Background: an optimization exercise with open tools, aiming at small area, a short achievable clock period and few clock cycles. Do not read the settings as production practice. In this exercise RTL edits were held to simulation tests only and were not proved equivalent to the original.

<file path="flow/config.mk">
export PLATFORM = sky130hd
export DESIGN_NAME = invoice_amount_parser
export DESIGN_NICKNAME = invoice_amount_parser
export VERILOG_FILES = /design/flow/design.v
export SDC_FILE = /design/flow/constraint.sdc
export NUM_CORES = 4
export LEC_CHECK = 0
export ABC_CLOCK_PERIOD_IN_PS = 3000
export CAP_MARGIN = 20
export CORE_MARGIN = 2
export CORE_UTILIZATION = 60
export SETUP_SLACK_MARGIN = 5
export SLEW_MARGIN = 20
</file>
<file path="flow/constraint.sdc">
create_clock -name core_clock -period 9.0 [get_ports {clk}]
set_input_delay 1.8000 -clock core_clock [delete_from_list [all_inputs] [get_ports {clk}]]
set_output_delay 1.8000 -clock core_clock [all_outputs]
set_load 0.01 [all_outputs]
</file>
<file path="flow/design.v">
`timescale 1ns / 1ps
`default_nettype none
package iap_pkg;
	localparam int CHAR_W         = 8;
	localparam int SAT_W          = 57;
	localparam int FLASH_W        = 5;
	localparam int MAX_DIGITS_DEF = 12;
	localparam logic [1:0] ST_OK        = 2'd0;
	localparam logic [1:0] ST_NO_DIGITS = 2'd1;
	localparam logic [1:0] ST_UNIT_ERR  = 2'd2;
	localparam logic [1:0] ST_OVERFLOW  = 2'd3;
endpackage
`default_nettype wire
`timescale 1ns / 1ps
`default_nettype none
import iap_pkg::*;
module invoice_amount_parser #(
	parameter int MAX_DIGITS = MAX_DIGITS_DEF
) (
	input  logic               clk,
	input  logic               arst_n,
	input  logic               in_valid,
	output logic               in_stall,
	input  logic [CHAR_W-1:0]  character,
	input  logic               last_char,
	output logic               out_valid,
	input  logic               out_stall,
	output logic [1:0]         status,
	output logic [SAT_W-1:0]   satoshis,
	output logic [FLASH_W-1:0] flash_count
);
	localparam logic [1:0] PH_SEEK  = 2'd0;
	localparam logic [1:0] PH_DIG   = 2'd1;
	localparam logic [1:0] PH_UNIT  = 2'd2;
	localparam logic [1:0] PH_DONE  = 2'd3;
	localparam logic [1:0] U_M = 2'd0;
	localparam logic [1:0] U_U = 2'd1;
	localparam logic [1:0] U_N = 2'd2;
	localparam logic [1:0] U_P = 2'd3;
	logic [1:0]  ph_q;
	logic [3:0]  cnt_q;       
	logic [3:0]  sig_q;       
	logic [1:0]  uk_q;        
	logic        ug_q;        
	logic [26:0] b_q;
	logic [15:0] l_q;
	logic        ended_q;     
	logic        loaded_q;    
	logic        stall_q;
	logic [56:0] acc_q;
	logic [15:0] el_q;
	logic [3:0]  rem_q;
	logic        active_q;
	logic        eended_q;
	logic        ov_q;
	logic [1:0]  st_q;
	logic [4:0]  fl_q;
	logic is_dig, is_let, is_mnup;
	logic [1:0] kind;
	assign is_dig = (character >= 8'h30) && (character <= 8'h39);
	assign is_let = ((character >= 8'h61) && (character <= 8'h7a)) ||
	                ((character >= 8'h41) && (character <= 8'h5a));
	always_comb begin
		is_mnup = 1'b1;
		kind    = U_M;
		unique case (character)
			8'h6d:   kind = U_M;
			8'h75:   kind = U_U;
			8'h6e:   kind = U_N;
			8'h70:   kind = U_P;
			default: is_mnup = 1'b0;
		endcase
	end
	logic dec, pending, can_load, load, proc, fresh;
	assign dec      = ended_q || (ph_q == PH_DONE);
	assign pending  = dec && !loaded_q;
	assign can_load = !active_q && (!ov_q || !out_stall);
	assign load     = pending && can_load;
	assign proc     = in_valid && !stall_q;
	assign fresh    = ended_q && (loaded_q || load);
	logic [1:0]  ph_b, ph_n;
	logic [3:0]  cnt_b, sig_b;
	logic        ug_b;
	logic        in_run, take, ovf_set, unit_hit;
	logic        ended_n, loaded_n;
	assign ph_b   = fresh ? PH_SEEK : ph_q;
	assign cnt_b  = fresh ? 4'd0 : cnt_q;
	assign sig_b  = fresh ? 4'd0 : sig_q;
	assign ug_b   = fresh ? 1'b0 : ug_q;
	assign in_run   = proc && is_dig && ((ph_b == PH_SEEK) || (ph_b == PH_DIG));
	assign take     = in_run && (cnt_b < 4'(MAX_DIGITS));
	assign ovf_set  = in_run && !(cnt_b < 4'(MAX_DIGITS));
	assign unit_hit = proc && is_let && ((ph_b == PH_DIG) || (ph_b == PH_UNIT));
	always_comb begin
		ph_n = ph_b;
		unique case (ph_b)
			PH_SEEK: if (is_dig) ph_n = PH_DIG;
			PH_DIG:  if (is_let) ph_n = PH_DONE; else if (!is_dig) ph_n = PH_UNIT;
			PH_UNIT: if (is_let) ph_n = PH_DONE;
			default: ph_n = PH_DONE;
		endcase
	end
	assign ended_n  = proc ? last_char : ended_q;
	assign loaded_n = (proc && fresh) ? 1'b0 : (loaded_q || load);
	always_ff @(posedge clk or negedge arst_n) begin
		if (!arst_n) begin
			ended_q  <= 1'b1;
			loaded_q <= 1'b1;
		end else begin
			ended_q  <= ended_n;
			loaded_q <= loaded_n;
		end
	end
	always_ff @(posedge clk) begin
		if (proc) begin
			ph_q  <= ph_n;
			ug_q  <= unit_hit ? is_mnup : ug_b;
			if (unit_hit) uk_q <= kind;
			if (take) begin
				cnt_q <= cnt_b + 4'd1;
				sig_q <= (sig_b == 4'd0) ? {3'd0, character[3:0] != 4'd0} : sig_b + 4'd1;
			end else begin
				cnt_q <= ovf_set ? 4'd13 : cnt_b;
				sig_q <= sig_b;
			end
		end
	end
	always_ff @(posedge clk) begin
		if (proc && fresh && !take) begin
			b_q <= '0;
			l_q <= '0;
		end else if (take) begin
			b_q <= fresh ? 27'd0 : ({b_q[23:0], 3'b000} + {b_q[25:0], 1'b0} + {23'd0, l_q[15:12]});
			l_q <= fresh ? {12'd0, character[3:0]} : {l_q[11:0], character[3:0]};
		end
	end
	logic [1:0] st_ld;
	logic [3:0] steps_ld;
	logic [4:0] fl_ld;
	logic       ok_ld;
	always_comb begin
		if (ph_q == PH_SEEK)             st_ld = ST_NO_DIGITS;
		else if (cnt_q == 4'd13)         st_ld = ST_OVERFLOW;
		else if (ph_q != PH_DONE || !ug_q) st_ld = ST_UNIT_ERR;
		else                             st_ld = ST_OK;
	end
	assign ok_ld = (st_ld == ST_OK);
	always_comb begin
		steps_ld = 4'd0;
		fl_ld    = 5'd1;
		if (ok_ld) begin
			unique case (uk_q)
				U_M: begin steps_ld = 4'd9; if (sig_q != 4'd0) fl_ld = {1'b0, sig_q} + 5'd5; end
				U_U: begin steps_ld = 4'd6; if (sig_q != 4'd0) fl_ld = {1'b0, sig_q} + 5'd2; end
				U_N: begin steps_ld = 4'd3; if (sig_q > 4'd1)  fl_ld = {1'b0, sig_q} - 5'd1; end
				default: begin steps_ld = 4'd0; if (sig_q > 4'd4) fl_ld = {1'b0, sig_q} - 5'd4; end
			endcase
		end
	end
	logic        step, eend_now, eended_n, fin;
	logic [3:0]  rem_n;
	logic        active_n, ov_n;
	assign step     = active_q && (rem_q != 4'd0);
	assign eend_now = proc && last_char && !ended_q && (loaded_q || load);
	assign eended_n = load ? (ended_q || eend_now) : (eended_q || eend_now);
	assign rem_n    = load ? steps_ld : (step ? rem_q - 4'd1 : rem_q);
	assign fin      = (load || active_q) && (rem_n == 4'd0) && eended_n;
	assign active_n = (load || active_q) && !fin;
	assign ov_n     = fin || (ov_q && out_stall);
	always_ff @(posedge clk or negedge arst_n) begin
		if (!arst_n) begin
			active_q <= 1'b0;
			ov_q     <= 1'b0;
			stall_q  <= 1'b0;
		end else begin
			active_q <= active_n;
			ov_q     <= ov_n;
			stall_q  <= ended_n && !loaded_n && (active_n || ov_n);
		end
	end
	always_ff @(posedge clk) begin
		eended_q <= eended_n;
		rem_q    <= rem_n;
		el_q     <= load ? l_q : {el_q[11:0], 4'd0};
		if (load) begin
			st_q  <= st_ld;
			fl_q  <= fl_ld;
			acc_q <= ok_ld ? {30'd0, b_q} : 57'd0;
		end else if (step) begin
			acc_q <= {acc_q[53:0], 3'b000} + {acc_q[55:0], 1'b0} + {53'd0, el_q[15:12]};
		end
	end
	assign in_stall    = stall_q;
	assign out_valid   = ov_q;
	assign status      = st_q;
	assign satoshis    = acc_q;
	assign flash_count = fl_q;
endmodule
`default_nettype wire
</file>
<file path="flow/run.sh">
#!/bin/bash
# synth_recipe.tcl (not shown) runs the flow's synth.tcl, then flattens the netlist and writes it again
# the make line also repeats each setting of config.mk as NAME=value (left out here)
make -C /OpenROAD-flow-scripts/flow DESIGN_CONFIG=/design/flow/config.mk WORK_HOME=/design/flow/orfs CLKGATE_MAP_FILE= SYNTH_SCRIPT=/design/flow/synth_recipe.tcl finish
</file>
==> flow_metrics.tcl, run 1 <==
set metrics [dict create \
    synth_top_area_cell "edfxtp_1" \
    layout_commonest_cell "ha_1" \
    min_from "el_q[7]" \
    antenna_found_initial 0 \
    die_h_um 141 \
    slew_violations 0 \
    worstMarginPinSlew_ns 0.527 \
    ys_ff_latch 146 \
    yosysUniqueCellTypes 74 \
    worstPathCellList "inv_1 > fa_1 > fa_1 > nand2b_1 > a21oi_1 > o21a_1 > a221o_1 > a31oi_4 > o21ai_2 > o211ai_2 > a211oi_1 > o21a_1 > nor3_1" \
    critPathMaxStageDelay_ns 0.49 \
    cts_buffers 17 \
    hold_violations 0 \
    ys_seq_area_share_pct 33.2 \
    dr.first_iter.drc_count 457 \
    cp-end-kind "register" \
    syn_nets 1416 \
    fmax_mhz 257 \
    io_pins 79 \
    async_flop_share_pct 3.42 \
    grt_start_max_net_pins 75 \
    row_count 49 \
    rrSetupSlack_ns 5.11 \
    relSlewSlack_pct 64.7 \
    htreeDepth 4 \
    synthFlopType "edfxtp_1" \
    slowest_stage "fa_1" \
    min_to "el_q[11]" \
    fin_crit_sh_pct 43.2 \
    start_util_pct 61.8 \
    ant_nets 0 \
    hold_path_class "register to register" \
    path_buf_inv 1 \
    syn_inst 1222 \
    cp_max_fo 6 \
    syn2layout_area_growth_pct 14.8 \
    setup_tns_ns 0 \
    cp-start-kind "register" \
    final_cell_mix "177 x ha_1, 118 x nand2_1, 87 x a21oi_1, 78 x clkdlybuf4s50_1, 77 x edfxtp_1" \
    insertion_delay_ns 0.43 \
    synth_area_sq_um 11200 \
    grt_setup_unrepaired "yes" \
    hpwl_mm 18.8 \
    yosysWarnings 1 \
    grt_overflow 0 \
    period_needed_ns 3.89 \
    gp_congestion 0.885 \
    cp.arrival_ns 4.07 \
    syn-mean-instance-area_sq_um 9.17 \
    cts_hold_buf 0 \
    crit_required_ns 9.18 \
    critical_path_class "register to register" \
    status "complete, no violations" \
    die-area_sq_um 19800 \
    yosys-top-cells-area "edfxtp_1 21%, ha_1 20%, dfxtp_1 11%, nand2_1 4.0%, a21oi_1 4.0%" \
    grt_pass1_wl_mm 41.2 \
    skew_ns 0.0117 \
    synth-edff-count 77 \
    drc 0 \
    antennaDiodeCount 0 \
    nets 1472 \
    finalSetupViolCount 0 \
    dr.pass1.iters 4 \
    r2r-start "acc_q[2]" \
    final_layout_size_suffix_gt1_share_pct 5.73 \
    cts_tree "yes" \
    worstRegToRegCells 13 \
    num_vias 9083 \
    synth_top_area_share_pct 20.6 \
    clock-sinks 146 \
    timing.rr.end "acc_q[56]" \
    portBuffers 78 \
    root_buffer "clkbuf_16" \
    grtUsageTotal_pct 25.4 \
    coreArea_sq_um 18100 \
    routed_wl_mm 25.0 \
    crit_family "compound AO/OA/AOI/OAI gates" \
    grt_pass1_vias 8548 \
    maxCapViolCount 0 \
    viasPerCell 5.98 \
    die_w_um 141 \
    whs_path_depth 2 \
    wl_per_cell_um 16.4 \
    clk_pin_slew_ns 0.07 \
    clock_path_buffers 2 \
]
-- sequential cells by signal (all words and copies together), names as in the netlist --
name	flops
ov_q	1
eended_q	1
active_q	1
st_q	2
b_q	27
stall_q	1
ended_q	1
loaded_q	1
el_q	16
fl_q	5
uk_q	2
rem_q	4
acc_q	57
cnt_q	4
ug_q	1
l_q	16
ph_q	2
sig_q	4
-- routing by layer --
layer / track usage [%] / up-vias / routed length [um] / part of all wire (%)
li1: - / 4635 / - / -
met1: 36.2 / 4255 / 12200 / 49
met2: 41.8 / 174 / 11600 / 47
met3: 3.63 / 19 / 946 / 3.8
met4: 4.63 / 0 / 194 / 0.78
met5: 0 / - / 0 / 0
-- Yosys cell counts, types with 18 or more instances --
| library cell | count |
|---|---|
| o21a_1 | 19 |
| nand2_1 | 119 |
| nor2_1 | 74 |
| nor3_1 | 22 |
| xnor2_1 | 41 |
| nand3_1 | 42 |
| a21o_1 | 48 |
| dfxtp_1 | 64 |
| ha_1 | 177 |
| a21oi_1 | 89 |
| xor2_1 | 31 |
| nand4_1 | 19 |
| inv_1 | 41 |
| clkbuf_1 | 47 |
| a22o_1 | 37 |
| edfxtp_1 | 77 |
| o21ai_0 | 77 |
| nand2b_1 | 18 |
-- per-stage QoR --
step	setup WS [ns]	cell area (sq um)	util (%)	cells	hold slack [ns]
floorplan	5.04	11200	-	1222	0.399
global placement	4.04	12100	66.8	1481	0.406
detailed placement	3.96	12100	66.8	1481	0.406
CTS	4.94	12800	70.5	1516	0.423
global route	4.96	12900	70.9	1520	0.439
finish	5.11	12900	70.9	1520	0.423
-- cell type report --
type	count	area (sq um)
multi-input cells	979	7180
inverters	42	165
fillers	1498	5280
clock inverters	12	119
clock buffers	20	500
flip-flops and latches	146	3720
repair buffers	92	893
well taps	229	287
-- cell families after synthesis --
kind of cell    synth area share (%)
compound gates                  22.0
simple gates                    14.9
mux                            0.458
buf+inv                         3.31
flops                           33.2
fa+ha+maj                       20.5
xor+xnor                        5.62
-- worst min-delay path, stage by stage, from the launching register on --
cell and delay (ns):
dfxtp_1 0.31, nand2_1 0.04, nand2_1 0.05
-- worst max path at each step --
stage,to,start,cells after the start
floorplan,b_q[10],in_valid,9
global placement,b_q[24],out_stall,11
detailed placement,b_q[14],out_stall,11
CTS,acc_q[46],out_stall,9
global route,acc_q[56],acc_q[2],13
finish,acc_q[56],acc_q[2],13
-- repair_timing --
item                                    4_1_cts  5_1_grt
gates cloned                                  0        0
pin swaps                                     0        3
gates resized for setup                       4       11
buffers inserted                              3        4
hold endpoints to repair                      0        0
endpoints found under the setup margin      118      105
Testbench counts, summed over its fixed seeds: cycles 33,298.
==> inputs of run 2 (changes only) <==
==> flow/config.mk (replaced) <==
export PLATFORM = sky130hd
export DESIGN_NAME = invoice_amount_parser
export DESIGN_NICKNAME = invoice_amount_parser
export VERILOG_FILES = /design/flow/design.v
export SDC_FILE = /design/flow/constraint.sdc
export NUM_CORES = 4
export LEC_CHECK = 0
export CAP_MARGIN = 20
export CORE_MARGIN = 2
export CORE_UTILIZATION = 40
export SLEW_MARGIN = 20
==> flow_metrics.tcl, run 2 <==
set metrics [dict create \
    layout_commonest_cell "ha_1" \
    hpwl_mm 19.5 \
    rrSetupSlack_ns 5.02 \
    syn2layout_area_growth_pct 15.6 \
    grt_start_max_net_pins 58 \
    skew_ns 0.0119 \
    critical_path_class "input port to register" \
    min_to "el_q[4]" \
    dr.pass1.iters 5 \
    clock_path_buffers 2 \
    slew_violations 0 \
    async_flop_share_pct 3.42 \
    ant_nets 0 \
    dr.first_iter.drc_count 499 \
    period_needed_ns 4.64 \
    worstRegToRegCells 14 \
    maxCapViolCount 0 \
    fmax_mhz 215 \
    yosysUniqueCellTypes 74 \
    pre_cts_ws_ns 3.95 \
    whs_path_depth 2 \
    cp-start-kind "input port" \
    final_layout_size_suffix_gt1_share_pct 4.83 \
    timing.rr.end "acc_q[55]" \
    synth_top_area_cell "edfxtp_1" \
    hold_path_class "register to register" \
    place_inst 1630 \
    synth_top_area_share_pct 20.6 \
    finalSetupViolCount 0 \
    top_regs "acc_q (57), b_q (27)" \
    start_util_pct 40.5 \
    gp_congestion 0.875 \
    fin_area_sq_um 13000 \
    yosysWarnings 1 \
    antenna_found_initial 0 \
    cp-end-kind "register" \
    fin_cells 1662 \
    syn_inst 1222 \
    ys_ff_latch 146 \
    antennaDiodeCount 0 \
    postPlaceCellArea_sq_um 12300 \
    cp.arrival_ns 5.01 \
    cts_resized 0 \
    cts_tree "yes" \
    cts_buffers 17 \
    die_h_um 171 \
    io_pins 79 \
    fin_ws_ns 4.36 \
    fill_cells 2635 \
    drc 0 \
    nets 1465 \
    relSlewSlack_pct 47.0 \
    cts_hold_buf 0 \
    coreArea_sq_um 27700 \
    row_count 61 \
    htreeDepth 4 \
    final_cell_mix "177 x ha_1, 118 x nand2_1, 88 x a21oi_1, 78 x clkdlybuf4s50_1" \
    synthFlopType "edfxtp_1" \
    largest_register_ffs 57 \
    min_from "el_q[0]" \
    portBuffers 78 \
    synth-edff-count 77 \
    num_vias 8911 \
    grt_pass1_wl_mm 42.9 \
    wl_per_cell_um 15.6 \
    grt_setup_unrepaired "no" \
    syn-mean-instance-area_sq_um 9.17 \
    regMostFlops "acc_q" \
    viasPerCell 5.36 \
    clock-sinks 146 \
    root_buffer "clkbuf_16" \
    die_w_um 171 \
    syn_nets 1416 \
    r2r-start "acc_q[0]" \
    grt_pass1_vias 8602 \
    routed_wl_mm 25.9 \
    cp_max_fo 39 \
    yosys-top-cells-area "edfxtp_1 21%, ha_1 20%, dfxtp_1 11%, nand2_1 4.0%, a21oi_1 4.0%" \
    synth_commonest_cells "177 x ha_1, 119 x nand2_1, 89 x a21oi_1" \
    insertion_delay_ns 0.42 \
    fin_crit_sh_pct 51.6 \
    hold_violations 0 \
    die-area_sq_um 29400 \
    setup_tns_ns 0 \
    postCtsSetupBuffers 0 \
    status "complete, no violations" \
    clk_pin_slew_ns 0.07 \
    worstMarginPinSlew_ns 0.795 \
    grtUsageTotal_pct 18.0 \
    yosysMostFrequentCell "ha_1" \
    synth_area_sq_um 11200 \
    grt_overflow 0 \
    ys_seq_area_share_pct 33.2 \
    crit_required_ns 9.36 \
]
[run 2: cell counts after synthesis]
Identical to the previous run, type by type.
[run 2: area by class of cell]
type                            instances  area (sq um)  area share (%)
Timing Repair Buffer                   85           833            6.43
Clock buffer                           17           425            3.28
Clock inverter                         15           218            1.68
Inverter                               42           159            1.23
Sequential cell                       146          3720            28.7
Tap cell                              378           473            3.65
Multi-Input combinational cell        979          7130            55.0
[run 2: how the worst max path moves through the flow]
stage,startpoint,end,cells after the start
6_report,out_stall,b_q[24],11
5_1_grt,out_stall,b_q[24],11
4_1_cts,out_stall,b_q[24],11
3_5_place_dp,out_stall,b_q[24],11
3_3_place_gp,out_stall,b_q[24],11
2_1_floorplan,out_stall,acc_q[0],6
[run 2: logic make-up (layout without fill, tap and decap cells)]
logic type | count (synthesis) | count (layout) | share of synthesized area (%)
adders and majority gates | 181 | 181 | 20.5
muxes | 5 | 5 | 0.458
buffers and inverters | 97 | 159 | 3.31
DFF | 146 | 146 | 33.2
and+or+nand+nor | 351 | 351 | 14.9
xor gates and xnor gates | 72 | 72 | 5.62
AOI/OAI and AO/OA | 370 | 370 | 22.0
[run 2: per-stage QoR]
stage | hold slack (ns) | utilization (%)
5_1_grt | 0.441 | 46.8
2_1_floorplan | 0.399 | -
4_1_cts | 0.417 | 46.8
3_5_place_dp | 0.406 | 44.4
6_report | 0.418 | 46.8
3_3_place_gp | 0.405 | 44.4
[run 2: layer usage]
layer	GRT usage, %	wire length (um)	part of all wire, %	vias to the layer above
met2	30.0	12000	46	102
met4	3.94	281	1.1	0
met5	0	0	0	-
met1	25.1	13100	50	4169
li1	-	-	-	4621
met3	2.25	521	2.0	19
[run 2: worst max-delay path, stage by stage]
cell and delay (ns):
clkdlybuf4s50_1 0.42, a21oi_1 0.17, o21ai_1 0.26, nand2_1 0.23
inv_1 0.10, nor3b_1 0.38, inv_1 0.13, a31oi_2 0.65
and2_1 0.23, buf_4 0.39, a32o_1 0.23
==> inputs of run 3 (changes only) <==
--- a/flow/design.v
+++ b/flow/design.v
@@ -10,6 +10,46 @@
 	localparam logic [1:0] ST_UNIT_ERR  = 2'd2;
 	localparam logic [1:0] ST_OVERFLOW  = 2'd3;
 endpackage
+`default_nettype wire
+`timescale 1ns / 1ps
+`default_nettype none
+module iap_mul10_add #(
+	parameter int W = 57
+) (
+	input  wire [W-1:0] a,
+	input  wire [3:0]   d,
+	output wire [W-1:0] s
+);
+	localparam int N  = W - 4;      
+	localparam int NP = N + 1;      
+	localparam int LV = (NP > 64) ? 7 : (NP > 32) ? 6 : (NP > 16) ? 5 : (NP > 8) ? 4 : 3;
+	wire [4:0] lo = {1'b0, a[2:0], 1'b0} + {1'b0, d} + {1'b0, a[0], 3'b000};
+	wire [N-1:0] x = a[W-4:1];      
+	wire [N-1:0] y = a[W-2:3];      
+	wire [NP-1:0] g0 = {x & y, lo[4]};
+	wire [NP-1:0] p0 = {x ^ y, 1'b0};
+	wire [NP-1:0] gl [LV+1];
+	wire [NP-1:0] pl [LV+1];
+	assign gl[0] = g0;
+	assign pl[0] = p0;
+	genvar l, i;
+	generate
+		for (l = 0; l < LV; l++) begin : g_lv
+			for (i = 0; i < NP; i++) begin : g_pos
+				if (((i >> l) & 1) == 1) begin : g_node
+					localparam int J = ((i >> l) << l) - 1;
+					assign gl[l+1][i] = gl[l][i] | (pl[l][i] & gl[l][J]);
+					assign pl[l+1][i] = pl[l][i] & pl[l][J];
+				end else begin : g_pass
+					assign gl[l+1][i] = gl[l][i];
+					assign pl[l+1][i] = pl[l][i];
+				end
+			end
+		end
+	endgenerate
+	wire [N-1:0] hi = (x ^ y) ^ gl[LV][N-1:0];
+	assign s = {hi, lo[3:0]};
+endmodule
 `default_nettype wire
 `timescale 1ns / 1ps
 `default_nettype none
@@ -42,8 +82,8 @@
 	logic [3:0]  sig_q;       
 	logic [1:0]  uk_q;        
 	logic        ug_q;        
-	logic [26:0] b_q;
 	logic [15:0] l_q;
+	logic        accj_q;      
 	logic        ended_q;     
 	logic        loaded_q;    
 	logic        stall_q;
@@ -79,9 +119,9 @@
 	assign proc     = in_valid && !stall_q;
 	assign fresh    = ended_q && (loaded_q || load);
 	logic [1:0]  ph_b, ph_n;
-	logic [3:0]  cnt_b, sig_b;
+	logic [3:0]  cnt_b, sig_b, cnt_n;
 	logic        ug_b;
-	logic        in_run, take, ovf_set, unit_hit;
+	logic        in_run, take, ovf_set, unit_hit, pop;
 	logic        ended_n, loaded_n;
 	assign ph_b   = fresh ? PH_SEEK : ph_q;
 	assign cnt_b  = fresh ? 4'd0 : cnt_q;
@@ -91,6 +131,7 @@
 	assign take     = in_run && (cnt_b < 4'(MAX_DIGITS));
 	assign ovf_set  = in_run && !(cnt_b < 4'(MAX_DIGITS));
 	assign unit_hit = proc && is_let && ((ph_b == PH_DIG) || (ph_b == PH_UNIT));
+	assign pop      = take && (cnt_b >= 4'd4);
 	always_comb begin
 		ph_n = ph_b;
 		unique case (ph_b)
@@ -102,6 +143,7 @@
 	end
 	assign ended_n  = proc ? last_char : ended_q;
 	assign loaded_n = (proc && fresh) ? 1'b0 : (loaded_q || load);
+	assign cnt_n    = proc ? (take ? cnt_b + 4'd1 : (ovf_set ? 4'd13 : cnt_b)) : cnt_q;
 	always_ff @(posedge clk or negedge arst_n) begin
 		if (!arst_n) begin
 			ended_q  <= 1'b1;
@@ -113,25 +155,23 @@
 	end
 	always_ff @(posedge clk) begin
 		if (proc) begin
-			ph_q  <= ph_n;
-			ug_q  <= unit_hit ? is_mnup : ug_b;
+			ph_q   <= ph_n;
+			ug_q   <= unit_hit ? is_mnup : ug_b;
+			cnt_q  <= cnt_n;
+			accj_q <= (fresh ? 1'b0 : accj_q) || pop;
 			if (unit_hit) uk_q <= kind;
 			if (take) begin
-				cnt_q <= cnt_b + 4'd1;
 				sig_q <= (sig_b == 4'd0) ? {3'd0, character[3:0] != 4'd0} : sig_b + 4'd1;
 			end else begin
-				cnt_q <= ovf_set ? 4'd13 : cnt_b;
 				sig_q <= sig_b;
 			end
 		end
 	end
 	always_ff @(posedge clk) begin
-		if (proc && fresh && !take) begin
-			b_q <= '0;
+		if (take) begin
+			l_q <= {fresh ? 12'd0 : l_q[11:0], character[3:0]};
+		end else if (proc && fresh) begin
 			l_q <= '0;
-		end else if (take) begin
-			b_q <= fresh ? 27'd0 : ({b_q[23:0], 3'b000} + {b_q[25:0], 1'b0} + {23'd0, l_q[15:12]});
-			l_q <= fresh ? {12'd0, character[3:0]} : {l_q[11:0], character[3:0]};
 		end
 	end
 	logic [1:0] st_ld;
@@ -139,10 +179,10 @@
 	logic [4:0] fl_ld;
 	logic       ok_ld;
 	always_comb begin
-		if (ph_q == PH_SEEK)             st_ld = ST_NO_DIGITS;
-		else if (cnt_q == 4'd13)         st_ld = ST_OVERFLOW;
+		if (ph_q == PH_SEEK)               st_ld = ST_NO_DIGITS;
+		else if (cnt_q == 4'd13)           st_ld = ST_OVERFLOW;
 		else if (ph_q != PH_DONE || !ug_q) st_ld = ST_UNIT_ERR;
-		else                             st_ld = ST_OK;
+		else                               st_ld = ST_OK;
 	end
 	assign ok_ld = (st_ld == ST_OK);
 	always_comb begin
@@ -167,6 +207,8 @@
 	assign fin      = (load || active_q) && (rem_n == 4'd0) && eended_n;
 	assign active_n = (load || active_q) && !fin;
 	assign ov_n     = fin || (ov_q && out_stall);
+	logic busy_n;
+	assign busy_n = active_n || ov_n;
 	always_ff @(posedge clk or negedge arst_n) begin
 		if (!arst_n) begin
 			active_q <= 1'b0;
@@ -175,9 +217,15 @@
 		end else begin
 			active_q <= active_n;
 			ov_q     <= ov_n;
-			stall_q  <= ended_n && !loaded_n && (active_n || ov_n);
-		end
-	end
+			stall_q  <= busy_n && !loaded_n &&
+			            (ended_n || (cnt_n >= 4'd4 && cnt_n < 4'(MAX_DIGITS) && (proc ? ph_n : ph_q) == PH_DIG));
+		end
+	end
+	logic [56:0] h_a, h_s;
+	logic [3:0]  h_d;
+	assign h_a = (step || accj_q) ? acc_q : 57'd0;
+	assign h_d = step ? el_q[15:12] : l_q[15:12];
+	iap_mul10_add #(.W(57)) u_h (.a(h_a), .d(h_d), .s(h_s));
 	always_ff @(posedge clk) begin
 		eended_q <= eended_n;
 		rem_q    <= rem_n;
@@ -185,9 +233,11 @@
 		if (load) begin
 			st_q  <= st_ld;
 			fl_q  <= fl_ld;
-			acc_q <= ok_ld ? {30'd0, b_q} : 57'd0;
-		end else if (step) begin
-			acc_q <= {acc_q[53:0], 3'b000} + {acc_q[55:0], 1'b0} + {53'd0, el_q[15:12]};
+		end
+		if (load) begin
+			acc_q <= (ok_ld && accj_q) ? acc_q : 57'd0;
+		end else if (step || pop) begin
+			acc_q <= h_s;
 		end
 	end
 	assign in_stall    = stall_q;
--- a/flow/config.mk
+++ b/flow/config.mk
@@ -5,7 +5,9 @@
 export SDC_FILE = /design/flow/constraint.sdc
 export NUM_CORES = 4
 export LEC_CHECK = 0
+export ABC_CLOCK_PERIOD_IN_PS = 3000
 export CAP_MARGIN = 20
 export CORE_MARGIN = 2
-export CORE_UTILIZATION = 40
+export CORE_UTILIZATION = 60
+export SETUP_SLACK_MARGIN = 5
 export SLEW_MARGIN = 20
==> flow_metrics.tcl, run 3 <==
set metrics [dict create \
    syn_nets 901 \
    insertion_delay_ns 0.42 \
    top_regs "acc_q (57), el_q (16), l_q (16)" \
    grt_setup_unrepaired "yes" \
    cp-end-kind "register" \
    coreArea_sq_um 12700 \
    clk_pin_slew_ns 0.06 \
    cp_max_fo 4 \
    ant_nets 0 \
    muxShareOfSynthArea_pct 0.793 \
    cts_hold_buf 0 \
    yosys.area_share.simple_pct 20.2 \
    cp.arrival_ns 4.70 \
    async_flop_share_pct 4.17 \
    maxCapViolCount 0 \
    yosys-top-cells-area "edfxtp_1 35%, ha_1 12%, dfxtp_1 5.8%, nor2b_1 4.8%, nand2_1 4.3%" \
    dr.first_iter.drc_count 401 \
    final_layout_size_suffix_gt1_share_pct 18.9 \
    syn2layout_area_growth_pct 31.6 \
    root_buffer "clkbuf_16" \
    syn-mean-instance-area_sq_um 9.79 \
    synth_area_sq_um 7890 \
    synthFlopType "edfxtp_1" \
    row_count 41 \
    worstMarginPinSlew_ns 0.736 \
    clock_path_buffers 2 \
    critical_path_class "register to register" \
    die-area_sq_um 14100 \
    cp-start-kind "register" \
    ys_ff_latch 120 \
    synth_xor_area_share_pct 5.22 \
    place_inst 1040 \
    die_h_um 119 \
    layout_commonest_cell "edfxtp_1" \
    dr.pass1.iters 5 \
    period_needed_ns 4.55 \
    drc 0 \
    status "complete, no violations" \
    hold_path_class "register to register" \
    regMostFlops "acc_q" \
    routed_wl_mm 20.2 \
    grt_pass1_vias 6569 \
    synth-edff-count 92 \
    synth_commonest_cells "92 x edfxtp_1, 90 x nand2_1, 82 x nor2_1" \
    hpwl_mm 12.5 \
    finalSetupViolCount 0 \
    portBuffers 78 \
    yosysMostFrequentCell "edfxtp_1" \
    fin_ws_ns 4.45 \
    io_pins 79 \
    fin_crit_sh_pct 50.5 \
    largest_register_ffs 57 \
    grt_overflow 0 \
    synth_top_family_by_area "simple AND/OR/NAND/NOR gates" \
    antennaDiodeCount 0 \
    hold_violations 0 \
    antenna_found_initial 0 \
    synthAdderAreaFrac_pct 13.8 \
    nets 1038 \
    viasPerCell 5.95 \
    die_w_um 119 \
    pre_cts_ws_ns 3.21 \
    ys_seq_area_share_pct 42.5 \
    synth_top_area_cell "edfxtp_1" \
    setup_tns_ns 0 \
    synth_compound_area_share_pct 14.5 \
    synth_top_area_share_pct 35.0 \
    wl_per_cell_um 17.9 \
    grt_start_max_net_pins 44 \
    slew_violations 0 \
    crit_required_ns 9.15 \
    yosysUniqueCellTypes 68 \
    syn_inst 806 \
    final_cell_mix "92 x edfxtp_1, 86 x nand2_1, 78 x nor2_1, 75 x clkdlybuf4s50_1, 71 x ha_1" \
    grt_pass1_wl_mm 31.9 \
    gp_congestion 0.899 \
    skew_ns 0.00961 \
    rrSetupSlack_ns 4.45 \
    clock-sinks 120 \
    fmax_mhz 220 \
    grtUsageTotal_pct 28.2 \
    htreeDepth 4 \
    cts_buffers 17 \
    start_util_pct 62.0 \
    yosysWarnings 2 \
    fin_cells 1128 \
    cts_tree "yes" \
    relSlewSlack_pct 50.8 \
    num_vias 6715 \
]
run 3: cell count changes after synthesis, moves of 17 or more:
cell      change
ha_1        -103
nor2b_1      +51
o21ai_0      -50
a21oi_1      -46
dfxtp_1      -41
a22o_1       -36
a21o_1       -35
nand3_1      -33
nand2_1      -29
clkbuf_1     -28
xnor2_1      -17
run 3: timing repair:
item / 4_1_cts / 5_1_grt
gates cloned: 3 / 1
resized for setup: 46 / 32
pin swaps: 39 / 33
setup endpoints to repair: 121 / 105
buffers inserted: 30 / 22
run 3: final timing paths:
kind / cells after the start / startpoint / end
min: 2 / el_q[5] / el_q[9]
max reg2reg: 22 / rem_q[0] / acc_q[34]
max in group asynchronous: 1 / arst_n / loaded_q
max: 22 / rem_q[0] / acc_q[34]
min reg2reg: 2 / el_q[5] / el_q[9]
min in group asynchronous: 1 / arst_n / stall_q
run 3: critical path, stage by stage (launching register included):
cell and delay (ns):
dfxtp_2 0.34, inv_2 0.05, ha_4 0.17, nand2_8 0.09, a21oi_4 0.08, buf_6 0.14
nor2b_4 0.12, inv_2 0.06, fa_1 0.50, inv_1 0.05, fa_2 0.35, xnor2_2 0.15
fa_2 0.34, a211o_1 0.29, a21oi_2 0.19, o21ba_4 0.20, a211oi_4 0.09, buf_4 0.18
nand2b_4 0.14, a221o_1 0.34, a21oi_2 0.16, xor2_1 0.17, nor2_1 0.06
run 3: cell type report:
class | instances | area (sq um)
fillers | 787 | 2340
flip-flops and latches | 120 | 3350
clock buffers | 19 | 475
clock inverters | 13 | 131
multi-input cells | 626 | 4750
repair buffers | 137 | 1300
well taps | 172 | 215
inverters | 41 | 156
run 3: cell families after synthesis:
| logic type | Yosys count |
|---|---|
| AND/OR/NAND/NOR | 323 |
| AO/OA/AOI/OAI | 165 |
| flip-flops | 120 |
| adder cells (fa/ha/maj) | 82 |
| buffers and inverters | 63 |
| XOR/XNOR | 47 |
| multiplexers | 6 |
run 3: metrics by stage:
step	instance area, sq um	util [%]	hold WS (ns)
2_1_floorplan	8040	-	0.399
3_3_place_gp	8990	70.6	0.401
3_5_place_dp	8990	70.6	0.414
4_1_cts	10100	79.3	0.428
5_1_grt	10400	81.6	0.458
6_report	10400	81.6	0.425
run 3: per-layer routing:
layer  vias to the layer above  global-route usage [%]  wire length [um]
met5                         -                       0                 0
met4                         0                    11.3               650
met3                        65                    5.26               965
met2                       234                    49.2             10400
met1                      3255                    34.5              8200
li1                       3161                       -                 -
Testbench counts of run 3, summed over its fixed seeds: cycles 33,938.

## what the ideal ports hide
No port has a modelled driver above. Below, the same layouts with a new extraction and two added sets of constraints.
Step 1 assumes that a clkbuf_16 drives the clock port and a buf_2 every other input.
Step 2 also shifts input and output timing later by t, the mid clock arrival at the registers, as if the neighbouring blocks saw the same clock.
Slacks: ideal ports / drivers / drivers and shift; pairs: ideal ports / drivers.
run | shift t [ns] | slack for setup (ns) | hold WS [ns] | worst setup path after step 2 | slew at the worst register clock pin (ns)
run 1 | 0.471 | 5.111 / 5.111 / 4.701 | 0.423 / 0.423 / 0.423 | input to register | 0.07 / 0.07
run 2 | 0.464 | 4.356 / 4.380 / 3.916 | 0.418 / 0.418 / 0.418 | input to register | 0.07 / 0.07
run 3 | 0.459 | 4.454 / 4.454 / 4.454 | 0.425 / 0.425 / 0.425 | register to register | 0.06 / 0.06
After both steps every run listed still meets setup and hold. The setup slack of run 2, which loses most, moves by +0.024 ns with the drivers and by -0.440 ns with both steps.
